From an optimization exercise on the open Yosys and OpenROAD flow, aimed at small area; shortcuts taken in it are not production practice.
Function was checked by simulation only, so behaviour that the tests miss may differ from the original.
The clock input has no modelled driver; a real chip could not lean on it and would need a root buffer or a full tree.

==> build 71: inputs <==
==> flow/design.v <==
`timescale 1ns/1ps
package seeg_pkg;
    localparam int RHD_CHANNELS = 8;
    localparam int RHS_CHANNELS = 4;
    localparam int ZCHECK_SAMPLES = 8;  
    localparam int CONFIG_WORDS = 10;
    localparam int RHD_CLOCK_DIV = 2;  
    localparam int RHS_CLOCK_DIV = 1;
    localparam int RHD_SEED = 0;
    localparam int RHS_SEED = 128;
    typedef logic [15:0] sample_t;
    typedef logic [3:0] chan_t;  
    typedef logic [1:0] zscale_t;  
    typedef sample_t [RHD_CHANNELS-1:0] rhd_frame_t;
    typedef sample_t [RHS_CHANNELS-1:0] rhs_frame_t;
    typedef struct packed {
        rhs_frame_t rhs;
        rhd_frame_t rhd;
    } record_frame_t;
    typedef sample_t [ZCHECK_SAMPLES-1:0] zcheck_block_t;
    typedef enum logic [1:0] {
        op_config,
        op_record,
        op_zcheck
    } engine_op_e;
endpackage
`timescale 1ns/1ps
`timescale 1ns/1ps
`timescale 1ns/1ps
`timescale 1ns/1ps
module seeg_top (
    input  logic                      clk,
    input  logic                      config_done_reset_flag,
    input  logic                      record_start,
    input  logic                      record_stop,
    input  logic                      zcheck_start,
    input  seeg_pkg::zscale_t         zcheck_scale,
    input  logic                      record_ready,
    input  logic                      zcheck_ready,
    output logic                      busy,
    output logic                      zcheck_done,
    output seeg_pkg::record_frame_t   record_frame,
    output logic                      record_valid,
    output seeg_pkg::zcheck_block_t   zcheck_block,
    output seeg_pkg::chan_t           zcheck_channel,
    output logic                      zcheck_valid
);
    typedef enum logic [2:0] {
        s_ready     = 3'b000,
        s_cfg_close = 3'b001,
        s_run       = 3'b010,
        s_push      = 3'b011,
        s_cfg_open  = 3'b101,
        s_run1      = 3'b110,
        s_push1     = 3'b111
    } state_t;
    state_t state;
    logic [4:0] tmr;        
    logic zcheck_mode;
    logic stop_pending;     
    logic [9:0] frame_n;    
    logic [9:0] frame_n2;   
    logic [1:0] scale_q;    
    logic mode_bit;         
    logic capture;
    logic [1:0] zscale;     
    logic first, in_run, in_push, in_cfg;
    logic rhs_next, last_ch;
    logic done_now, tmr_clear;
    logic rec_take, z_take, take;
    localparam logic [4:0] T0 = 5'b01001;
    assign busy = state != s_ready;
    assign stop_pending = mode_bit;
    assign scale_q[0] = mode_bit;
    assign capture = in_run && tmr[3] && tmr[0] && !tmr[4];
    assign first = state[2];
    assign in_run = state[1] && !state[0];
    assign in_push = state[1] && state[0];
    assign in_cfg = !state[1] && state[0];
    assign rhs_next = (zcheck_channel[3] && !(zcheck_channel[1] && zcheck_channel[0]))
                   || (zcheck_channel[2] && zcheck_channel[1] && zcheck_channel[0]);
    assign last_ch = zcheck_channel[3] && zcheck_channel[1] && !zcheck_channel[0];
    assign rec_take = in_push && !zcheck_mode && (!record_valid || record_ready);
    assign z_take = in_push && zcheck_mode && (!zcheck_valid || zcheck_ready);
    assign take = rec_take || z_take;
    always_comb begin
        if (in_cfg)
            done_now = first ? tmr[4] && tmr[2] && tmr[1]        
                             : tmr[3] && tmr[2] && tmr[0];       
        else if (in_run)
            done_now = (zcheck_mode && rhs_next) ? tmr[3] && tmr[1]   
                                                 : tmr[2] && !tmr[1] && tmr[0];  
        else
            done_now = 1'b0;
    end
    assign zcheck_done = state == s_ready && zcheck_mode && !tmr[0];
    assign tmr_clear = config_done_reset_flag || state == s_ready || take
                     || (done_now && state != s_cfg_close);
    always_ff @(posedge clk) begin
        if (config_done_reset_flag) begin
            state <= s_ready;
            record_valid <= 1'b0;
            zcheck_valid <= 1'b0;
        end else begin
            if (rec_take) record_valid <= 1'b1;
            else if (record_ready) record_valid <= 1'b0;
            if (z_take) zcheck_valid <= 1'b1;
            else if (zcheck_ready) zcheck_valid <= 1'b0;
            case (state)
                s_ready: if (record_start || zcheck_start) state <= s_cfg_open;
                s_cfg_open: if (done_now) state <= s_run1;
                s_cfg_close: if (done_now) state <= s_ready;
                s_run: if (done_now) state <= s_push;
                s_run1: if (done_now) state <= s_push1;
                s_push, s_push1: begin
                    if (take) state <= (zcheck_mode ? last_ch : stop_pending) ? s_cfg_close : s_run;
                end
                default: state <= s_ready;
            endcase
        end
    end
    always_ff @(posedge clk) begin
        tmr <= tmr_clear ? T0 : {tmr[3:0], !(tmr[4] ^ tmr[2])};
        if (state == s_ready) zcheck_mode <= !record_start;
        if (state == s_ready) mode_bit <= 1'b0;
        else if (!zcheck_mode) mode_bit <= mode_bit || record_stop;
        else if (capture) mode_bit <= zcheck_scale[0];
        if (capture) scale_q[1] <= zcheck_scale[1];
        if (rec_take) frame_n[0] <= !first && !frame_n[0];
        if (rec_take && (first || frame_n[0])) frame_n[9:1] <= first ? 9'd0 : frame_n2[9:1];
        if (config_done_reset_flag) zcheck_channel <= 4'd11;
        else if (z_take) begin
            zcheck_channel[0] <= !zcheck_channel[0];
            zcheck_channel[1] <= zcheck_channel[1] ^ zcheck_channel[0];
            zcheck_channel[2] <= (zcheck_channel[2] ^ (zcheck_channel[1] && zcheck_channel[0]))
                              && !zcheck_channel[3];
            zcheck_channel[3] <= rhs_next;
        end
        if (z_take) zscale <= scale_q;
    end
    logic [191:0] frame_w;
    logic [127:0] block_w;
    assign record_frame = frame_w;
    assign zcheck_block = block_w;
    assign frame_n2 = {frame_n[9:1] + 9'd1, frame_n[0]};
    for (genvar c = 0; c < seeg_pkg::RHD_CHANNELS; c++) begin : g_rhd
        assign frame_w[16*c +: 16] = {frame_n, 6'(c)};
    end
    for (genvar c = 0; c < seeg_pkg::RHS_CHANNELS; c++) begin : g_rhs
        assign frame_w[128 + 16*c +: 16] = {frame_n2, 6'(c)};
    end
    for (genvar k = 0; k < seeg_pkg::ZCHECK_SAMPLES; k++) begin : g_z
        assign block_w[16*k +: 16] =
            16'({zcheck_channel[3], 1'b0, zcheck_channel[2:0], 3'(k)}) << zscale;
    end
endmodule
==> flow/flow/run.sh <==
#!/bin/bash
# The standard synthesis and layout, with these changes to how they are
# done: ABC maps the logic with an area-recovery script (flow/area.abc) in
# place of ORFS's; port buffers use the smallest buffer; constant outputs
# share the synthesis's tie cells instead of one tie cell per port; the
# clock tree is one level of buffers.
set -euo pipefail
work=$PWD
export SKIP_REPAIR_TIE_FANOUT=1
export BUFFER_PORTS_ARGS="-buffer_cell sky130_fd_sc_hd__buf_1"
# clock tree: the clock port drives a few buffers, each driving a cluster
# of registers (flow/simple_cts.tcl replaces ORFS's clock_tree_synthesis)
export PRE_CTS_TCL=$work/flow/simple_cts.tcl
export SIMPLE_CTS_PORT=clk SIMPLE_CTS_N=2 SIMPLE_CTS_BUF=sky130_fd_sc_hd__clkbuf_8
export MY_ABC_SCRIPT=$work/flow/area.abc
{
  cat <<'TCL'
proc abc {args} {
  set i [lsearch -exact $args -script]
  if {$i >= 0} { lset args [expr {$i + 1}] $::env(MY_ABC_SCRIPT) }
  puts "abc script replaced: abc $args"
  yosys abc {*}$args
}
TCL
  cat synth_recipe.tcl
} > own_synth.tcl
sed "s#SYNTH_SCRIPT=[^ ]*#SYNTH_SCRIPT=$work/own_synth.tcl#" standard.sh > own_standard.sh
bash own_standard.sh synth > synth.log 2>&1
bash own_standard.sh > layout.log 2>&1
==> flow/flow/area.abc <==
strash
&get -n
&st
&synch2
&put
dch -f
amap -m -F 4 -A 8
topo
dnsize -c
==> flow/flow/simple_cts.tcl <==
# Replaces clock_tree_synthesis with a one-level clock tree: the clock port
# drives $::env(SIMPLE_CTS_N) buffers of type $::env(SIMPLE_CTS_BUF), each
# placed at the centre of a k-means cluster of the clock sinks it drives.
rename clock_tree_synthesis orfs_clock_tree_synthesis
proc clock_tree_synthesis {args} {
  set nbuf $::env(SIMPLE_CTS_N)
  set block [ord::get_db_block]
  set db [ord::get_db]
  set master [$db findMaster $::env(SIMPLE_CTS_BUF)]
  set clknet [[$block findBTerm $::env(SIMPLE_CTS_PORT)] getNet]
  set sinks {}
  foreach it [$clknet getITerms] {
    if {[$it isInputSignal]} { lappend sinks $it }
  }
  set n [llength $sinks]
  puts "simple_cts: [llength $sinks] sinks, $nbuf x $::env(SIMPLE_CTS_BUF)"
  # sink locations
  set xs {}; set ys {}
  foreach it $sinks {
    set box [[$it getInst] getBBox]
    lappend xs [expr {([$box xMin] + [$box xMax]) / 2}]
    lappend ys [expr {([$box yMin] + [$box yMax]) / 2}]
  }
  # k-means, seeded with sinks spread along the sorted x order
  set order [lsort -integer -indices $xs]
  set cx {}; set cy {}
  for {set k 0} {$k < $nbuf} {incr k} {
    set i [lindex $order [expr {int(($k + 0.5) * $n / $nbuf)}]]
    lappend cx [lindex $xs $i]; lappend cy [lindex $ys $i]
  }
  for {set iter 0} {$iter < 50} {incr iter} {
    set assign {}
    for {set i 0} {$i < $n} {incr i} {
      set best 0; set bd 1e30
      for {set k 0} {$k < $nbuf} {incr k} {
        set d [expr {abs([lindex $xs $i] - [lindex $cx $k]) + abs([lindex $ys $i] - [lindex $cy $k])}]
        if {$d < $bd} { set bd $d; set best $k }
      }
      lappend assign $best
    }
    for {set k 0} {$k < $nbuf} {incr k} {
      set sx 0; set sy 0; set c 0
      for {set i 0} {$i < $n} {incr i} {
        if {[lindex $assign $i] == $k} { incr c; incr sx [lindex $xs $i]; incr sy [lindex $ys $i] }
      }
      if {$c > 0} { lset cx $k [expr {$sx / $c}]; lset cy $k [expr {$sy / $c}] }
    }
  }
  for {set k 0} {$k < $nbuf} {incr k} {
    set inst [odb::dbInst_create $block $master "clkbuf_simple_$k"]
    set net [odb::dbNet_create $block "clknet_simple_$k"]
    $net setSigType CLOCK
    [$inst findITerm A] connect $clknet
    [$inst findITerm X] connect $net
    $inst setLocation [lindex $cx $k] [lindex $cy $k]
    $inst setPlacementStatus PLACED
    set c 0
    for {set i 0} {$i < $n} {incr i} {
      if {[lindex $assign $i] == $k} {
        set it [lindex $sinks $i]
        $it disconnect
        $it connect $net
        incr c
      }
    }
    puts "simple_cts: clkbuf_simple_$k drives $c sinks at ([lindex $cx $k], [lindex $cy $k])"
  }
  $clknet setSigType CLOCK
}
==> flow/standard.sh <==
#!/bin/bash
# synth_recipe.tcl (not shown) runs the flow's synth.tcl, then flattens the netlist and writes it again
# the make line also repeats each setting of config.mk as NAME=value (left out here)
make -C /OpenROAD-flow-scripts/flow DESIGN_CONFIG=/design/flow/config.mk WORK_HOME=/design/flow/orfs CLKGATE_MAP_FILE= SYNTH_SCRIPT=/design/flow/synth_recipe.tcl "${@:-finish}"
==> flow/config.mk <==
export PLATFORM = sky130hd
export DESIGN_NAME = seeg_top
export DESIGN_NICKNAME = seeg_top
export VERILOG_FILES = /design/flow/design.v
export SDC_FILE = /design/flow/constraint.sdc
export NUM_CORES = 4
export LEC_CHECK = 0
export ABC_AREA = 1
export CAP_MARGIN = 20
export CORE_MARGIN = 2
export CORE_UTILIZATION = 50
export SLEW_MARGIN = 20
==> flow/constraint.sdc <==
create_clock -name core_clock -period 5.0 [get_ports {clk}]
set_input_delay 1.0000 -clock core_clock [delete_from_list [all_inputs] [get_ports {clk}]]
set_output_delay 1.0000 -clock core_clock [all_outputs]
set_load 0.01 [all_outputs]
==> build 69 (differences from build 71) <==
--- a/flow/design.v
+++ b/flow/design.v
@@ -57,12 +57,10 @@
     state_t state;
     logic [4:0] tmr;        
     logic zcheck_mode;
-    logic stop_pending;     
+    logic stop_pending;
     logic [9:0] frame_n;    
     logic [9:0] frame_n2;   
     logic [1:0] scale_q;    
-    logic mode_bit;         
-    logic capture;
     logic [1:0] zscale;     
     logic first, in_run, in_push, in_cfg;
     logic rhs_next, last_ch;
@@ -70,9 +68,6 @@
     logic rec_take, z_take, take;
     localparam logic [4:0] T0 = 5'b01001;
     assign busy = state != s_ready;
-    assign stop_pending = mode_bit;
-    assign scale_q[0] = mode_bit;
-    assign capture = in_run && tmr[3] && tmr[0] && !tmr[4];
     assign first = state[2];
     assign in_run = state[1] && !state[0];
     assign in_push = state[1] && state[0];
@@ -121,11 +116,12 @@
     end
     always_ff @(posedge clk) begin
         tmr <= tmr_clear ? T0 : {tmr[3:0], !(tmr[4] ^ tmr[2])};
-        if (state == s_ready) zcheck_mode <= !record_start;
-        if (state == s_ready) mode_bit <= 1'b0;
-        else if (!zcheck_mode) mode_bit <= mode_bit || record_stop;
-        else if (capture) mode_bit <= zcheck_scale[0];
-        if (capture) scale_q[1] <= zcheck_scale[1];
+        if (record_stop) stop_pending <= 1'b1;
+        if (state == s_ready) begin
+            zcheck_mode <= !record_start;
+            stop_pending <= 1'b0;
+        end
+        if (in_run && tmr[3] && tmr[0] && !tmr[4]) scale_q <= zcheck_scale;
         if (rec_take) frame_n[0] <= !first && !frame_n[0];
         if (rec_take && (first || frame_n[0])) frame_n[9:1] <= first ? 9'd0 : frame_n2[9:1];
         if (config_done_reset_flag) zcheck_channel <= 4'd11;
--- a/flow/flow/run.sh
+++ b/flow/flow/run.sh
@@ -3,15 +3,13 @@
 # done: ABC maps the logic with an area-recovery script (flow/area.abc) in
 # place of ORFS's; port buffers use the smallest buffer; constant outputs
 # share the synthesis's tie cells instead of one tie cell per port; the
-# clock tree is one level of buffers.
+# clock tree is built without dummy loads.
 set -euo pipefail
 work=$PWD
 export SKIP_REPAIR_TIE_FANOUT=1
 export BUFFER_PORTS_ARGS="-buffer_cell sky130_fd_sc_hd__buf_1"
-# clock tree: the clock port drives a few buffers, each driving a cluster
-# of registers (flow/simple_cts.tcl replaces ORFS's clock_tree_synthesis)
-export PRE_CTS_TCL=$work/flow/simple_cts.tcl
-export SIMPLE_CTS_PORT=clk SIMPLE_CTS_N=2 SIMPLE_CTS_BUF=sky130_fd_sc_hd__clkbuf_8
+# clock tree: no dummy load cells for skew balancing
+export CTS_ARGS="-sink_clustering_enable -repair_clock_nets -dont_use_dummy_load -sink_clustering_size 30 -sink_clustering_max_diameter 60 -buf_list sky130_fd_sc_hd__clkbuf_8"
 export MY_ABC_SCRIPT=$work/flow/area.abc
 {
   cat <<'TCL'
==> flow/flow/area.abc (replaced) <==
strash
dch -f
amap
topo
buffer -c
upsize -c
dnsize -c
--- a/flow/config.mk
+++ b/flow/config.mk
@@ -8,5 +8,7 @@
 export ABC_AREA = 1
 export CAP_MARGIN = 20
 export CORE_MARGIN = 2
-export CORE_UTILIZATION = 50
+export CORE_UTILIZATION = 40
+export CTS_BUF_LIST = sky130_fd_sc_hd__clkbuf_4
+export CTS_CLUSTER_DIAMETER = 20
 export SLEW_MARGIN = 20
removed: flow/flow/simple_cts.tcl
==> trial 37 (differences from build 71) <==
--- a/flow/config.mk
+++ b/flow/config.mk
@@ -8,5 +8,5 @@
 export ABC_AREA = 1
 export CAP_MARGIN = 20
 export CORE_MARGIN = 2
-export CORE_UTILIZATION = 50
+export CORE_UTILIZATION = 40
 export SLEW_MARGIN = 20
==> notes <==
Build 69 completed with no timing, DRC or antenna violations. Trial 37 ran to the end with no violations. Build 71 aborted during 3_2_place_iop.
In trial 37 the utilization is lower than in build 69, by 0.92 points.
Die area: build 69 is larger than trial 37 (about 2%).
In build 69 the synthesized cell count is larger than in build 71, by about 1.3%.
Between build 69 and trial 37, the lower via count is in trial 37 (gap about 0.38%, measured against trial 37).
Of trial 37 and build 69, build 69 has the higher flip-flop and latch count (gap 1).
Between build 69 and trial 37, the lower hold slack is in build 69 (gap 0.029 ns).
Between trial 37 and build 69, the lower routed wire length is in build 69 (gap 1.8%, measured against build 69).
Between trial 37 and build 69, the lower clock skew is in build 69 (gap 0.025 ns).
In trial 37 the design's own scripts or RTL, not TritonCTS, make the clock network.

re-timing with driven ports:
Ports are ideal in the flow. The routed layouts listed here were re-timed in OpenROAD. Step 1, drivers: a clkbuf_16 drives clk and a buf_2 each remaining input, both assumed. Step 2 adds t to the input delays and takes it off the output delays; t is the mean of the earliest and latest rising clock arrival at the registers after step 1. Input paths then give back, and output paths get back, about the clock's delay inside the block. a / b / c = no drivers / after step 1 / after step 2; a / b = the first two.
| run | shift t [ns] | setup slack, ns | worst setup path at the end |
|---|---|---|---|
| build 69 | 0.305 | 1.736 / 1.705 / 2.010 | register to output |
| trial 37 | 0.195 | 1.704 / 1.661 / 1.856 | register to output |
After both steps every run listed still meets setup and hold.
